From an optimization exercise on the open Yosys and OpenROAD flow, aimed at small area; shortcuts taken in it are not production practice.
Only simulation tests tie the RTL to the original design; equivalence was not proved.
Power is estimated from default activity; no workload was simulated.

`design/flow/config.mk`:
```
export PLATFORM = sky130hd
export DESIGN_NAME = regfile_mp
export DESIGN_NICKNAME = regfile_mp
export VERILOG_FILES = /design/flow/design.v
export SDC_FILE = /design/flow/constraint.sdc
export NUM_CORES = 4
export LEC_CHECK = 0
export CAP_MARGIN = 20
export CORE_MARGIN = 2
export CORE_UTILIZATION = 30
export CTS_BUF_LIST = sky130_fd_sc_hd__clkbuf_16
export CTS_CLUSTER_DIAMETER = 60
export CTS_CLUSTER_SIZE = 20
export PLACE_DENSITY = 0.5
export SLEW_MARGIN = 20
export SYNTH_HIERARCHICAL = 1
```
`design/flow/constraint.sdc`:
```
create_clock -name core_clock -period 7.5 [get_ports {clk}]
set_input_delay 1.5000 -clock core_clock [delete_from_list [all_inputs] [get_ports {clk}]]
set_output_delay 1.5000 -clock core_clock [all_outputs]
set_load 0.01 [all_outputs]
```
`design/flow/design.v`:
```
package regfile_pkg;
   localparam logic ENABLE    = 1'b1;
   localparam logic DISABLE   = 1'b0;
   localparam int   ZERO_ADDR = 0;
   function automatic integer ADDR_W(input integer nregs);
      if (nregs <= 1) ADDR_W = 1;
      else ADDR_W = $clog2(nregs);
   endfunction
endpackage
module regfile_scoreboard
#(
   parameter int NREGS    = 32,
   parameter int NRD      = 2,
   localparam int AW      = regfile_pkg::ADDR_W(NREGS)
) (
   input  logic              clk,
   input  logic              rst,
   input  logic              flush,
   input  logic              rsv_en,       
   input  logic [AW-1:0]     rsv_addr,
   input  logic [NREGS-1:0]  keep,         
   input  logic [NREGS-1:0]  look0,        
   input  logic [NREGS-1:0]  look1,
   output logic [NRD-1:0]    look_busy
);
   logic [NREGS-1:1] busy;
   logic             set_en, nflush;
   logic [NREGS-1:0] set;
   assign set_en = rsv_en && !rst && !flush;
   assign nflush = !flush;
   regfile_dec u_dset (.a(rsv_addr), .en(set_en), .y(set));
   for (genvar r = 1; r < NREGS; r++) begin : g_busy
      logic nxt;
      regfile_bnxt u_nxt (.set(set[r]), .q(busy[r]), .keep(keep[r]), .nflush(nflush), .d(nxt));
      always_ff @(posedge clk) begin
         busy[r] <= nxt;
      end
   end
   regfile_rdbit #(.N(NREGS-1)) u_look0 (.sel(look0[NREGS-1:1]), .v(busy), .q(look_busy[0]));
   regfile_rdbit #(.N(NREGS-1)) u_look1 (.sel(look1[NREGS-1:1]), .v(busy), .q(look_busy[1]));
endmodule
module regfile_bnxt (
   input  logic set,
   input  logic q,
   input  logic keep,
   input  logic nflush,
   output logic d
);
   assign d = set | (q & keep & nflush);
endmodule
module regfile_mp
#(
   parameter int XLEN     = 32,
   parameter int NREGS    = 32,
   parameter int NRD      = 2,
   parameter int NWR      = 2,
   parameter int ZERO_REG = 1,
   parameter int BYPASS   = 1,
   localparam int AW      = regfile_pkg::ADDR_W(NREGS)
) (
   input  logic                clk,
   input  logic                rst,
   input  logic [NRD*AW-1:0]   rd_addr,
   output logic [NRD*XLEN-1:0] rd_data,
   output logic [NRD-1:0]      rd_busy,
   input  logic [NWR-1:0]      wr_en,
   input  logic [NWR*AW-1:0]   wr_addr,
   input  logic [NWR*XLEN-1:0] wr_data,
   input  logic                rsv_en,
   input  logic [AW-1:0]       rsv_addr,
   input  logic                flush,
   output logic                wr_conflict
);
   logic [AW-1:0]    wa0, wa1, ra0, ra1;
   logic [XLEN-1:0]  d0, d1;
   logic             wv0, wv1;
   logic [NREGS-1:0] we0, we1;       
   logic [NREGS-1:0] s0, s1, sh;     
   logic [NREGS-1:0] rs0, rs1;       
   logic [XLEN-1:0]  regs [1:NREGS-1];
   assign wa0 = wr_addr[0 +: AW];
   assign wa1 = wr_addr[AW +: AW];
   assign ra0 = rd_addr[0 +: AW];
   assign ra1 = rd_addr[AW +: AW];
   assign d0  = wr_data[0 +: XLEN];
   assign d1  = wr_data[XLEN +: XLEN];
   assign wv0 = wr_en[0] && (wa0 != '0);
   assign wv1 = wr_en[1] && (wa1 != '0);
   logic same_wa, en0, en1;
   assign same_wa = (wa0 == wa1);
   assign en1 = wr_en[1] && !rst;
   assign en0 = wr_en[0] && !rst && !(wr_en[1] && same_wa);
   logic h1_0, h0_0, h1_1, h0_1, hit0, hit1;
   assign h1_0 = wv1 && (wa1 == ra0);
   assign h0_0 = wv0 && (wa0 == ra0) && !h1_0;
   assign h1_1 = wv1 && (wa1 == ra1);
   assign h0_1 = wv0 && (wa0 == ra1) && !h1_1;
   assign hit0 = h1_0 || h0_0;
   assign hit1 = h1_1 || h0_1;
   regfile_dec u_dw0 (.a(wa0), .en(en0),   .y(we0));
   regfile_dec u_dw1 (.a(wa1), .en(en1),   .y(we1));
   regfile_dec #(.USE_EN(0)) u_dr0 (.a(ra0), .en(ra0[0]), .y(rs0));
   regfile_dec #(.USE_EN(0)) u_dr1 (.a(ra1), .en(ra1[0]), .y(rs1));
   assign s1 = we1;
   assign s0 = we0;
   assign sh = ~(we0 | we1 | {NREGS{rst}});
   for (genvar r = 1; r < NREGS; r++) begin : g_reg
      logic [XLEN-1:0] nxt;
      for (genvar b = 0; b < XLEN; b++) begin : g_bit
         regfile_nxt u_nxt (.s1(s1[r]), .s0(s0[r]), .sh(sh[r]), .d1(d1[b]), .d0(d0[b]), .q(regs[r][b]), .d(nxt[b]));
      end
      always_ff @(posedge clk) begin
         regs[r] <= nxt;
      end
   end
   logic [XLEN-1:0] q0, q1;
   for (genvar b = 0; b < XLEN; b++) begin : g_rbit
      logic [NREGS-2:0] v;
      for (genvar r = 1; r < NREGS; r++) begin : g_v
         assign v[r-1] = regs[r][b];
      end
      regfile_rdbyp #(.N(NREGS-1)) u_rd0 (.sel(rs0[NREGS-1:1]), .v(v), .h1(h1_0), .h0(h0_0),
                                         .nhit(!hit0), .d1(d1[b]), .d0(d0[b]), .q(q0[b]));
      regfile_rdbyp #(.N(NREGS-1)) u_rd1 (.sel(rs1[NREGS-1:1]), .v(v), .h1(h1_1), .h0(h0_1),
                                         .nhit(!hit1), .d1(d1[b]), .d0(d0[b]), .q(q1[b]));
   end
   assign rd_data = {q1, q0};
   logic             rsv_vld;
   logic [NRD-1:0]   sb_busy;
   logic [NRD-1:0]   rsv_hit;
   assign rsv_vld = rsv_en && (rsv_addr != '0);
   assign rsv_hit[0] = rsv_vld && (rsv_addr == ra0);
   assign rsv_hit[1] = rsv_vld && (rsv_addr == ra1);
   regfile_scoreboard #(.NREGS(NREGS), .NRD(NRD)) u_scoreboard (
      .clk       (clk),
      .rst       (rst),
      .flush     (flush),
      .rsv_en    (rsv_vld),
      .rsv_addr  (rsv_addr),
      .keep      (sh),
      .look0     (rs0),
      .look1     (rs1),
      .look_busy (sb_busy)
   );
   assign rd_busy[0] = sb_busy[0] && !(hit0 && !rsv_hit[0]);
   assign rd_busy[1] = sb_busy[1] && !(hit1 && !rsv_hit[1]);
   always_ff @(posedge clk) begin
      wr_conflict <= !rst && wv0 && wv1 && same_wa;
   end
endmodule
module regfile_dec #(parameter bit USE_EN = 1) (
   input  logic [4:0]  a,
   input  logic        en,
   output logic [31:0] y
);
   logic [3:0] lo;
   logic [7:0] hi;
   for (genvar i = 0; i < 4; i++) begin : g_lo
      assign lo[i] = (a[1:0] == 2'(i));
   end
   for (genvar i = 0; i < 8; i++) begin : g_hi
      assign hi[i] = (en || !USE_EN) && (a[4:2] == 3'(i));
   end
   for (genvar i = 0; i < 32; i++) begin : g_y
      assign y[i] = lo[i % 4] && hi[i / 4];
   end
endmodule
module regfile_nxt (
   input  logic s1,
   input  logic s0,
   input  logic sh,
   input  logic d1,
   input  logic d0,
   input  logic q,
   output logic d
);
   assign d = (s1 & d1) | (s0 & d0) | (sh & q);
endmodule
module regfile_rdbit #(parameter int N = 33) (
   input  logic [N-1:0] sel,
   input  logic [N-1:0] v,
   output logic         q
);
   localparam int NG = N / 3;
   localparam int NR = N - 3 * NG;
   logic [NG:0] g_n;
   for (genvar g = 0; g < NG; g++) begin : g_grp
      regfile_aoi3 u_aoi (.s(sel[3*g +: 3]), .x(v[3*g +: 3]), .y_n(g_n[g]));
   end
   if (NR > 0) begin : g_rem
      assign g_n[NG] = ~|(sel[N-1:3*NG] & v[N-1:3*NG]);
   end else begin : g_norem
      assign g_n[NG] = 1'b1;
   end
   assign q = ~&g_n;
endmodule
module regfile_rdbyp #(parameter int N = 31) (
   input  logic [N-1:0] sel,
   input  logic [N-1:0] v,
   input  logic         h1,
   input  logic         h0,
   input  logic         nhit,
   input  logic         d1,
   input  logic         d0,
   output logic         q
);
   logic t;
   regfile_rdbit #(.N(N)) u_tree (.sel(sel), .v(v), .q(t));
   assign q = (t & nhit) | (h1 & d1) | (h0 & d0);
endmodule
module regfile_aoi3 (
   input  logic [2:0] s,
   input  logic [2:0] x,
   output logic       y_n
);
   assign y_n = ~|(s & x);
endmodule
```
`design/flow/flow/run.sh`:
```
#!/bin/bash
set -uo pipefail
export BUFFER_PORTS_ARGS="-buffer_cell sky130_fd_sc_hd__buf_1"
bash standard.sh > flow_standard.log 2>&1
```
`design/flow/standard.sh`:
```
#!/bin/bash
# synth_recipe.tcl (not shown) runs the flow's synth.tcl, then flattens the netlist and writes it again
# the make line also repeats each setting of config.mk as NAME=value (left out here)
make -C /OpenROAD-flow-scripts/flow DESIGN_CONFIG=/design/flow/config.mk WORK_HOME=/design/flow/orfs CLKGATE_MAP_FILE= SYNTH_SCRIPT=/design/flow/synth_recipe.tcl "${@:-finish}"
```
==> results of run 1 <==
tightest hold or removal path: stages, from the launching register on:
cell and delay [ns]:
dfxtp_1 0.34, a222oi_1 0.08, inv_1 0.05
layout by cell type, fill, tap and decap left out, drive strengths merged, types with 7 or more instances in the layout:
cell type / instances
inv: 1100
a31o: 31
nor2: 158
nand2b: 10
buf: 364
dfxtp: 1024
xor2: 16
bufinv: 7
clkbuf: 172
nand4b: 9
nor3: 31
nor4: 8
clkinvlp: 8
nand4: 137
a2111o: 66
nand4bb: 9
nand3: 7
xnor2: 19
diode: 13
a222oi: 1716
nand2: 71
clkinv: 36
sequential cells by signal (all words and copies together), names as in the netlist:
signal,flops
u_scoreboard.busy,31
wr_conflict,1
regs,992
how the worst min path moves through the flow:
stage                      start      endpoint  slack (ns)  depth (start not counted)
floorplan            regs[10][0]   regs[10][0]        0.47                          2
global placement     regs[13][0]   regs[13][0]        0.48                          2
detailed placement   regs[8][15]   regs[8][15]        0.49                          2
CTS                  regs[8][15]   regs[8][15]        0.51                          2
global route        regs[23][22]  regs[23][22]        0.52                          2
finish               regs[8][15]   regs[8][15]        0.51                          2
per-stage QoR:
step | setup WS [ns] | hold slack (ns)
after floorplan | 1.816 | 0.4684
after global placement | 0.9228 | 0.4795
after detailed placement | 0.9129 | 0.4885
after CTS | 0.9036 | 0.5056
after global routing | 0.5618 | 0.5213
final | 0.6169 | 0.5093
area by class of cell:
type,count,area [um^2]
fillers,15250,95520
multi-input cells,2322,22150
flip-flops and latches,1024,20500
inverters,1058,3971
repair buffers,427,2848
clock buffers,109,2728
well taps,2030,2540
clock inverters,93,1076
diodes,13,32.53
layer usage:
layer | routed length (um) | global-route usage | part of all wire | up-vias
li1 | - | - | - | 21030
met1 | 103400 | 0.4469 | 0.36 | 26400
met2 | 115900 | 0.4960 | 0.40 | 5648
met3 | 52230 | 0.1513 | 0.18 | 1097
met4 | 19150 | 0.1933 | 0.066 | 14
met5 | 93 | 0 | 0.00032 | -
where the power goes:
part           leakage (nW)  internal, mW  switching [mW]
sequential             8.26          5.51          0.0675
clock                  1.85          3.04            2.82
combinational          16.9         0.199           0.825
==> results.toml, run 1 <==
[outcome]
outcome = "timing/DRC/antenna clean"

[global_route]
grt_usage = 0.3516
antenna_found_initial = 24
grt_pass1_wl_mm = 393.6
grt_max_degree = 34
grt_pass1_vias = 48920
gr-total-overflow = 0

[setup_path]
r2r_end = "regs[21][18]"
cp-end-kind = "primary output"
rrSetupSlack_ns = 6.63
reg2reg_from = "regs[21][18]"
cp.depth = 10
slowest_delay_ns = 0.60
cp.required_ns = 6.00
path_class = "in2out"
path_buf_inv = 4
cp-start-kind = "input pin"
cp-startpoint = "rd_addr[7]"
critPathSlowestCell = "a222oi_1"
cp.arrival_ns = 5.38
rr_worst_depth = 2
worstPathCellList = "buf_1 -> nand3b_1 -> nor2_4 -> buf_4 -> a222oi_1 -> nand4_1 -> a2111o_1 -> a222oi_1 -> inv_1 -> buf_1"
crit_family = "compound AO/OA/AOI/OAI gates"
path_max_fanout = 25
endpoint = "rd_data[43]"

[drt]
wl_per_cell_um = 41.08
drt_iter0_markers = 19140
drc = 0
wl_mm = 290.7
dr_total_vias = 54180
via_per_inst = 7.657
ant_nets = 0
drtPass1Iterations = 17

[floorplanning]
die_h_um = 393.7
io_pins = 162
fp.coreArea_um2 = 151400
rows = 143
die_x_um = 393.7
dieArea_um2 = 155000
initial_core_util = 0.3010

[job]
maxCapViolCount = 0

[placement]
placed_area_um2 = 51910
place.gp.congestion = 0.9816
dp_hpwl_mm = 175.1
numPortBuffers = 161
dpl.cell_count = 6857

[sta]
max_freq_mhz = 145.3
rsz0062_at_grt = "false"
final-setup-viol-count = 0
finalMaxSlewViolations = 0
max_slew.worst_pin.slew_ns = 1.292
hold_viol_final = 0
finalClockSkew_ns = 0
tns_ns = 0
fin_crit_sh = 0.9177
min_period_ns = 6.883
slew_headroom = 0.1369

[clock_network]
cts_buffers = 107
clk_latency_ns = 0.76
clockBufferDepth = 3
ctsResizeCount = 0
cts_max_level = 3
root_buffer = "clkbuf_16"
postCtsHoldBufs = 0
post_cts_buffers = 0
clkTransAtPathRegs_ns = 0.07
tritoncts = "yes"
cts.sinks = 1024

[yosys]
ys_warn_count = 10
synth_cells = 4423
syn_area_um2 = 45560
synth_area_per_cell_um2 = 10.30
syn-num-nets = 4518

[hold_path]
hp-class = "reg2reg"

[power_and_ir_drop]
vdd_ir_drop_max_mv = 0.1941
p_leak_nw = 27.04
p_per_area_nw_per_um2 = 223.2
finalPower_mw = 12.46

[cells_and_area]
instances_no_fill = 7076
area_growth_pct = 22.56
finalNetCount = 5035
layout-drive-gt1-share = 0.1375
post-route-util = 0.3689
postLayoutCellArea_um2 = 55840
==> run 2: changes to the inputs <==
--- a/design/flow/config.mk
+++ b/design/flow/config.mk
@@ -7,3 +7,3 @@
 export LEC_CHECK = 0
-export CAP_MARGIN = 20
+export CAP_MARGIN = 15
 export CORE_MARGIN = 2
@@ -11,6 +11,6 @@
 export CTS_BUF_LIST = sky130_fd_sc_hd__clkbuf_16
-export CTS_CLUSTER_DIAMETER = 60
+export CTS_CLUSTER_DIAMETER = 100
 export CTS_CLUSTER_SIZE = 20
 export PLACE_DENSITY = 0.5
-export SLEW_MARGIN = 20
+export SLEW_MARGIN = 15
 export SYNTH_HIERARCHICAL = 1
==> run 2 against run 1 <==
  * Still clean on timing, DRC and antenna
  * Setup slack worse by 0.058 ns
  * Routed wire length down 0.51%
  * Register-to-register slack is essentially flat
  * First-iteration DRC count decreased by 1.8%
  * Die area unchanged
  * Sequential power about the same
  * Critical path type unchanged
  * Largest cell class unchanged
==> results.toml, run 2 <==
[outcome]
outcome = "timing/DRC/antenna clean"

[clock_network]
clkTransAtPathRegs_ns = 0.08
clockBufferDepth = 3
tritoncts = "yes"
ctsResizeCount = 0
post_cts_buffers = 0
root_buffer = "clkbuf_16"
cts_max_level = 2
cts.sinks = 1024
postCtsHoldBufs = 0
cts_buffers = 57
clk_latency_ns = 0.73

[setup_path]
rr_worst_depth = 2
worstPathCellList = "buf_1 -> nand3b_1 -> nor2_4 -> buf_4 -> a222oi_1 -> nand4_1 -> a2111o_1 -> a222oi_1 -> inv_1 -> buf_1"
slowest_delay_ns = 0.64
critPathSlowestCell = "a222oi_1"
cp-start-kind = "input pin"
rrSetupSlack_ns = 6.63
cp.required_ns = 6.00
cp-end-kind = "primary output"
path_class = "in2out"
reg2reg_from = "regs[19][25]"
r2r_end = "regs[19][25]"
cp.arrival_ns = 5.44
path_max_fanout = 17

[power_and_ir_drop]
p_per_area_nw_per_um2 = 187.0
comb_power_share = 0.102
p_sw_frac = 0.2907
p_int_mw = 7.088
power_switching_mw = 2.905
p_leak_nw = 25.89
p_seq_frac = 0.558
vdd_ir_drop_max_mv = 0.1889
power_frac_clock = 0.339
finalPower_mw = 9.993

[cells_and_area]
finalNetCount = 4981
area_growth_pct = 17.27
largest_reg_flops = 992
mostFrequentLayoutCells = "a222oi_1 (1716), inv_1 (1059), dfxtp_1 (1024), buf_4 (254), nand4_1 (137)"
fillers = 15470
postLayoutCellArea_um2 = 53430
reg.largest.list = "regs x992, u_scoreboard.busy x31, wr_conflict x1"
regMostFlops = "regs"
instances_no_fill = 6933
layout-drive-gt1-share = 0.1149
final_common_cell = "a222oi_1"

[yosys]
syn-num-nets = 4518
ys_warn_count = 10
syn_area_um2 = 45560
synth_area_per_cell_um2 = 10.30
synth_cells = 4423

[floorplanning]
initial_core_util = 0.3010
die_h_um = 393.7
die_x_um = 393.7
fp.coreArea_um2 = 151400
rows = 143
io_pins = 162
dieArea_um2 = 155000

[sta]
finalClockSkew_ns = 0
tns_ns = 0
fin_crit_sh = 0.9255
max_freq_mhz = 144.1
min_period_ns = 6.941
final-setup-viol-count = 0
slew_headroom = 0.1193
finalMaxSlewViolations = 0
fin_hold_ws_ns = 0.5102
rsz0062_at_grt = "false"
max_slew.worst_pin.slew_ns = 1.318
hold_viol_final = 0

[drt]
dr_total_vias = 53650
drtPass1Iterations = 22
via_per_inst = 7.739
drt_iter0_markers = 18790
drc = 0
wl_mm = 289.2
wl_per_cell_um = 41.71
ant_nets = 0

[global_route]
grt_pass1_vias = 48280
antenna_found_initial = 25
gr-total-overflow = 0
grt_usage = 0.3486
grt_max_degree = 34
grt_pass1_wl_mm = 390.3

[placement]
dpl.cell_count = 6856
numPortBuffers = 161
placed_area_um2 = 51880
place.gp.congestion = 0.9816
dp_hpwl_mm = 175.2

[hold_path]
hold_path_end = "regs[5][3]"
worstHoldStart = "regs[5][3]"
hold_depth = 2
hp-class = "reg2reg"

[job]
maxCapViolCount = 0
[run 2: worst max-delay path by stage]
stage,startpoint,to,cells past startpoint
finish,rd_addr[3],rd_data[23],10
global route,rd_addr[7],rd_data[50],10
CTS,rd_addr[2],rd_data[31],10
detailed placement,rd_addr[2],rd_data[31],10
global placement,rd_addr[2],rd_data[31],10
floorplan,wr_addr[7],rd_data[0],6
[run 2: metrics by stage]
step             util  setup WS, ns
2_1_floorplan       -         1.816
3_3_place_gp   0.3426        0.9228
3_5_place_dp   0.3427        0.8728
4_1_cts        0.3526        0.8692
5_1_grt        0.3529        0.5210
6_report       0.3530        0.5587
[run 2: layer usage]
layer | vias to the layer above | part of all wire | track usage
met5 | - | 0.00069 | 0
met3 | 1072 | 0.18 | 0.1410
met1 | 26310 | 0.35 | 0.4455
li1 | 20800 | - | -
met2 | 5456 | 0.40 | 0.4901
met4 | 12 | 0.069 | 0.2039
[run 2: area by class of cell]
type | count | area, um^2 | area share
Antenna cell | 12 | 30.03 | 0.0005620
Clock buffer | 58 | 1451 | 0.02716
Clock inverter | 6 | 45.04 | 0.0008430
Inverter | 1058 | 3971 | 0.07432
Multi-Input combinational cell | 2322 | 22140 | 0.4144
Sequential cell | 1024 | 20500 | 0.3836
Tap cell | 2030 | 2540 | 0.04753
Timing Repair Buffer | 423 | 2753 | 0.05152
[run 2: power groups by stage]
stage	registers [mW]	logic, mW	clock network (mW)
global placement	5.70	0.951	0
CTS	5.57	0.958	3.40
detailed placement	5.70	0.956	0
finish	5.58	1.02	3.39
floorplan	5.68	0.296	0
global route	5.59	1.01	3.57
[run 2: critical path: cells and delay by family]
kind	cells	cell delay, ns
buffers and inverters	4	1.12
AO/OA/AOI/OAI	3	1.54
AND/OR/NAND/NOR	3	1.28
==> run 3: changes to the inputs <==
--- a/design/flow/design.v
+++ b/design/flow/design.v
@@ -164,4 +164,11 @@
    for (genvar i = 0; i < 32; i++) begin : g_y
-      assign y[i] = lo[i % 4] && hi[i / 4];
-   end
+      regfile_and2 u_y (.a(lo[i % 4]), .b(hi[i / 4]), .y(y[i]));
+   end
+endmodule
+module regfile_and2 (
+   input  logic a,
+   input  logic b,
+   output logic y
+);
+   assign y = a & b;
 endmodule
==> design/flow/flow/run.sh (replaced) <==
#!/bin/bash
set -uo pipefail
export BUFFER_PORTS_ARGS="-buffer_cell sky130_fd_sc_hd__buf_1"
export GPL_KEEP_OVERFLOW=0.3
bash standard.sh > flow_standard.log 2>&1
==> run 3 against run 2 <==
  * Critical path depth is the same
  * Routed wire length shrank 3.8%
  * Non-clock buffer count shrank 52
  * Global-route usage shrank 1.5 points
  * Fmax shrank 5.9%
  * Flip-flop and latch count is the same
  * Die area grew 0.82%
  * Register-to-register slack is essentially flat
  * Synthesized cell count shrank 0.34%
  * Setup slack lost 0.44 ns
  * Clock skew is the same
  * Core utilization shrank 0.64 points
==> results.toml, run 3 <==
[power_and_ir_drop]
power_frac_clock = 0.347
comb_power_share = 0.094
p_per_area_nw_per_um2 = 189.3
p_seq_frac = 0.559
p_sw_frac = 0.2894
vdd_ir_drop_max_mv = 0.1809
p_leak_nw = 26.07
p_int_mw = 7.090
power_switching_mw = 2.888

[setup_path]
r2r_end = "regs[31][22]"
cp-end-kind = "primary output"
reg2reg_from = "regs[31][22]"
path_max_fanout = 22
rr_worst_depth = 2
cp.arrival_ns = 5.88
path_class = "in2out"
cp-start-kind = "input pin"
cp.required_ns = 6.00
rrSetupSlack_ns = 6.64

[drt]
wl_mm = 278.3
via_per_inst = 7.712
dr_total_vias = 53080
wl_per_cell_um = 40.44
drt_iter0_markers = 19780
ant_nets = 0
drtPass1Iterations = 17
drc = 0

[sta]
finalClockSkew_ns = 0
tns_ns = 0
setup_slack_ns = 0.1208
max_freq_mhz = 135.5
slew_headroom = 0.1727
finalMaxSlewViolations = 0
final-setup-viol-count = 0
min_period_ns = 7.379
max_slew.worst_pin.slew_ns = 1.241
hold_viol_final = 0
rsz0062_at_grt = "false"
fin_crit_sh = 0.9839

[placement]
pre_cts_slack_ns = 0.7160
place.gp.congestion = 0.9249
numPortBuffers = 161
dp_hpwl_mm = 160.6

[global_route]
gr-total-overflow = 0
grt_usage = 0.3332
grt_pass1_vias = 48540
antenna_found_initial = 30
grt_max_degree = 34
grt_pass1_wl_mm = 380.1

[floorplanning]
rows = 143
dieArea_um2 = 156300
die_x_um = 395.3
die_h_um = 395.3
fp.coreArea_um2 = 152100
initial_core_util = 0.3021
io_pins = 162

[job]
maxCapViolCount = 0

[hold_path]
worstHoldStart = "regs[5][8]"
hold_path_end = "regs[5][8]"
hp-class = "reg2reg"
hold_depth = 2

[cells_and_area]
post-route-util = 0.3466
largest_reg_flops = 992
reg.largest.list = "regs x992, u_scoreboard.busy x31, wr_conflict x1"
finalNetCount = 4930
layout-drive-gt1-share = 0.1105
mostFrequentLayoutCells = "a222oi_1 (1716), inv_1 (1058), dfxtp_1 (1024), buf_4 (204), nand4_1 (134)"
regMostFlops = "regs"
area_growth_pct = 14.74
final_common_cell = "a222oi_1"

[clock_network]
postCtsHoldBufs = 0
cts.sinks = 1024
post_cts_buffers = 0
ctsResizeCount = 0
cts_max_level = 2
clk_latency_ns = 0.77
tritoncts = "yes"
root_buffer = "clkbuf_16"
clkTransAtPathRegs_ns = 0.09
cts_buffers = 58
clockBufferDepth = 3

[yosys]
syn-num-nets = 4503
synth_area_per_cell_um2 = 10.42
synth_cells = 4408
ys_warn_count = 10
syn_area_um2 = 45940

[outcome]
outcome = "timing/DRC/antenna clean"
==> run 3: how the worst max path moves through the flow <==
stage               start     endpoint  slack, ns  depth (start not counted)
2_1_floorplan  wr_addr[7]   rd_data[0]       1.82                          6
3_3_place_gp   rd_addr[9]  rd_data[36]       0.77                         10
3_5_place_dp   rd_addr[9]  rd_data[54]       0.72                         10
4_1_cts        rd_addr[9]  rd_data[54]       0.70                         10
5_1_grt        rd_addr[9]  rd_data[36]       0.36                         10
6_report       rd_addr[9]  rd_data[36]       0.12                         10
==> run 3: worst max-delay path: stages <==
cell,delay (ns)
buf_1,0.47
and3b_2,0.31
and2_2,0.46
buf_4,0.34
a222oi_1,0.70
nand4_1,0.44
a2111o_1,0.41
a222oi_1,0.97
inv_1,0.08
buf_1,0.17
==> run 3: final cells by class <==
type | instances | area [um^2]
diodes | 11 | 27.53
clock inverters | 9 | 86.33
multi-input cells | 2322 | 21790
flip-flops and latches | 1024 | 20500
inverters | 1058 | 3971
fillers | 15560 | 99370
clock buffers | 58 | 1451
repair buffers | 371 | 2342
well taps | 2030 | 2540
==> run 3: metal layers <==
| metal | vias to the layer above | wire (um) | global-route usage |
|---|---|---|---|
| li1 | 20690 | - | - |
| met1 | 25880 | 99150 | 0.4288 |
| met2 | 5319 | 112500 | 0.4789 |
| met3 | 1146 | 49160 | 0.1298 |
| met4 | 42 | 17050 | 0.1693 |
| met5 | - | 503 | 0.01078 |
==> run 3: per-stage QoR <==
stage               cell area, um^2  hold slack (ns)  std cells  power, mW
floorplan                     45940           0.4684       4408      5.970
global placement              51110           0.4791       6803      6.573
detailed placement            51110           0.4888       6804      6.581
CTS                           52650           0.5101       6871      9.924
global route                  52680           0.5242       6872      10.17
finish                        52710           0.5140       6883      9.978
==> run 3: power by group through the flow <==
stage	registers [mW]	logic, mW	clock network, mW
floorplan	5.68	0.290	0
global placement	5.70	0.874	0
detailed placement	5.70	0.880	0
CTS	5.57	0.881	3.47
global route	5.59	0.939	3.64
finish	5.58	0.942	3.46
==> run 4: changes to the inputs <==
--- a/design/flow/design.v
+++ b/design/flow/design.v
@@ -105,3 +105,9 @@
    assign s0 = we0;
-   assign sh = ~(we0 | we1 | {NREGS{rst}});
+   logic [NREGS-1:0] nw;
+   logic             nrst;
+   assign nw   = ~(we0 | we1);
+   assign nrst = ~rst;
+   for (genvar r = 0; r < NREGS; r++) begin : g_sh
+      regfile_and2 u_sh (.a(nw[r]), .b(nrst), .y(sh[r]));
+   end
    for (genvar r = 1; r < NREGS; r++) begin : g_reg
==> run 4 against run 3 <==
  * Critical path depth fell by 1
  * Synthesized area rose by 0.31%
  * Cell area fell by 0.70%
  * Via count fell by 0.51%
  * Clock skew did not move
  * Synthesized cell count rose by 0.64%
  * Core utilization fell by 0.28 points
  * Flip-flop and latch count did not move
  * Sequential power barely moved
  * Fmax rose by 6.5%
  * Power fell by 0.78%
  * Largest power group unchanged
==> results.toml, run 4 <==
[global_route]
grt_max_degree = 34
gr-total-overflow = 0
grt_pass1_wl_mm = 377.5
grt_pass1_vias = 48190
antenna_found_initial = 20
grt_usage = 0.3286

[hold_path]
hold_path_end = "regs[20][6]"
worstHoldStart = "regs[20][6]"
hp-class = "reg2reg"
hold_depth = 2

[job]
maxCapViolCount = 0

[clock_network]
cts_buffers = 57
cts_max_level = 2
tritoncts = "yes"
clk_latency_ns = 0.71
ctsResizeCount = 0
clockBufferDepth = 3
post_cts_buffers = 0
clkTransAtPathRegs_ns = 0.09
cts.sinks = 1024
root_buffer = "clkbuf_16"
postCtsHoldBufs = 0

[floorplanning]
io_pins = 162
fp.coreArea_um2 = 152300
die_h_um = 395.9
die_x_um = 395.9
initial_core_util = 0.3026
rows = 143
dieArea_um2 = 156800

[setup_path]
cp-end-kind = "primary output"
rrSetupSlack_ns = 6.54
rr_worst_depth = 2
path_class = "in2out"
cp.arrival_ns = 5.43
r2r_end = "regs[12][27]"
path_max_fanout = 33
reg2reg_from = "regs[12][27]"
cp-start-kind = "input pin"
cp.required_ns = 6.00

[sta]
hold_viol_final = 0
slew_headroom = 0.06072
final-setup-viol-count = 0
setup_slack_ns = 0.5710
max_freq_mhz = 144.3
finalClockSkew_ns = 0
fin_hold_ws_ns = 0.5123
rsz0062_at_grt = "false"
fin_crit_sh = 0.9239
tns_ns = 0
finalMaxSlewViolations = 0
min_period_ns = 6.929
max_slew.worst_pin.slew_ns = 1.409

[cells_and_area]
regMostFlops = "regs"
post-route-util = 0.3438
finalNetCount = 4921
fillers = 15460
final_common_cell = "a222oi_1"
mostFrequentLayoutCells = "a222oi_1 (1716), inv_1 (1062), dfxtp_1 (1024), buf_4 (169), and2_2 (155)"
reg.largest.list = "regs x992, u_scoreboard.busy x31, wr_conflict x1"
layout-drive-gt1-share = 0.1016
largest_reg_flops = 992
instances_no_fill = 6869
postLayoutCellArea_um2 = 52340
area_growth_pct = 13.58

[power_and_ir_drop]
vdd_ir_drop_max_mv = 0.2122
finalPower_mw = 9.900
p_per_area_nw_per_um2 = 189.2
p_leak_nw = 25.82

[yosys]
synth_cells = 4436
ys_warn_count = 10
syn-num-nets = 4531
syn_area_um2 = 46080
synth_area_per_cell_um2 = 10.39

[placement]
dpl.cell_count = 6797
placed_area_um2 = 50810
numPortBuffers = 161
pre_cts_slack_ns = 0.9270
place.gp.congestion = 0.9531
dp_hpwl_mm = 159.7

[drt]
ant_nets = 0
wl_per_cell_um = 39.90
drc = 0
drtPass1Iterations = 15
via_per_inst = 7.688
drt_iter0_markers = 19180
wl_mm = 274.1
dr_total_vias = 52810

[outcome]
outcome = "timing/DRC/antenna clean"
[run 4: power breakdown]
part	internal, mW	leakage (nW)	switching, mW	total, mW
logic	0.175	16.8	0.740	0.915
registers	5.51	8.26	0.0679	5.58
clock network	1.40	0.758	2.01	3.41
total	7.09	25.8	2.81	9.90
[run 4: critical path, stage by stage]
cell      delay (ns)
buf_1           0.47
and3b_2         0.31
and2_2          0.49
a222oi_1        0.47
nand4_1         0.57
a2111o_1        0.52
a222oi_1        0.79
inv_1           0.09
buf_1           0.16
[run 4: metal layers]
metal | up-vias | GRT usage | share of wire
met5 | - | 0.006158 | 0.00053
met4 | 22 | 0.1694 | 0.064
met3 | 1038 | 0.1212 | 0.17
met2 | 5158 | 0.4795 | 0.41
met1 | 25940 | 0.4207 | 0.36
li1 | 20650 | - | -
[run 4: how the worst max path moves through the flow]
stage	start	endpoint	slack, ns	depth (start not counted)
after global routing	rd_addr[8]	rd_data[54]	0.57	9
after detailed placement	rd_addr[8]	rd_data[51]	0.93	9
after floorplan	wr_addr[7]	rd_data[0]	1.82	6
after global placement	rd_addr[2]	rd_data[0]	0.99	10
final	rd_addr[3]	rd_data[22]	0.57	9
after CTS	rd_addr[8]	rd_data[51]	0.93	9
[run 4: cell type report]
cell class                 count  area [um^2]  share of cell area
antenna                        6        15.01           0.0002869
clock buffer                  59         1476             0.02821
inverter                    1059         3975             0.07595
tap                         2030         2540             0.04853
clock inverter                 7        37.54           0.0007172
multi-input combinational   2353        21820              0.4168
timing repair buffer         331         1979             0.03782
sequential                  1024        20500              0.3917

## afterwards: timing with drivers on the ports
In the flow no input, the clock included, has a driving cell. The finished layouts below were timed again as built, in two steps. Step 1, drivers: a clkbuf_16 drives clk and a buf_2 each remaining input, both assumed. Step 2 moves the port delays by t, midway between the first and last clock arrival at a register: inputs arrive t later, outputs are due t later. That takes back most of the time a late clock gives input paths. Slacks: ideal ports / drivers / drivers and shift; pairs: ideal ports / drivers.
run	t (ns)	setup slack, ns	hold slack, ns	worst register clock-pin slew, ns
run 1	0.851	0.617 / 0.577 / 0.577	0.509 / 0.509 / 0.509	0.09 / 0.09
run 2	0.809	0.559 / 0.522 / 0.522	0.510 / 0.510 / 0.510	0.10 / 0.10
run 3	0.827	0.121 / 0.097 / 0.097	0.514 / 0.514 / 0.514	0.10 / 0.10
run 4	0.802	0.571 / 0.548 / 0.548	0.512 / 0.512 / 0.512	0.10 / 0.10
After both steps setup and hold are still met in every run listed. The setup slack of run 1, which loses most, moves by -0.040 ns with the drivers and by -0.040 ns with both steps.
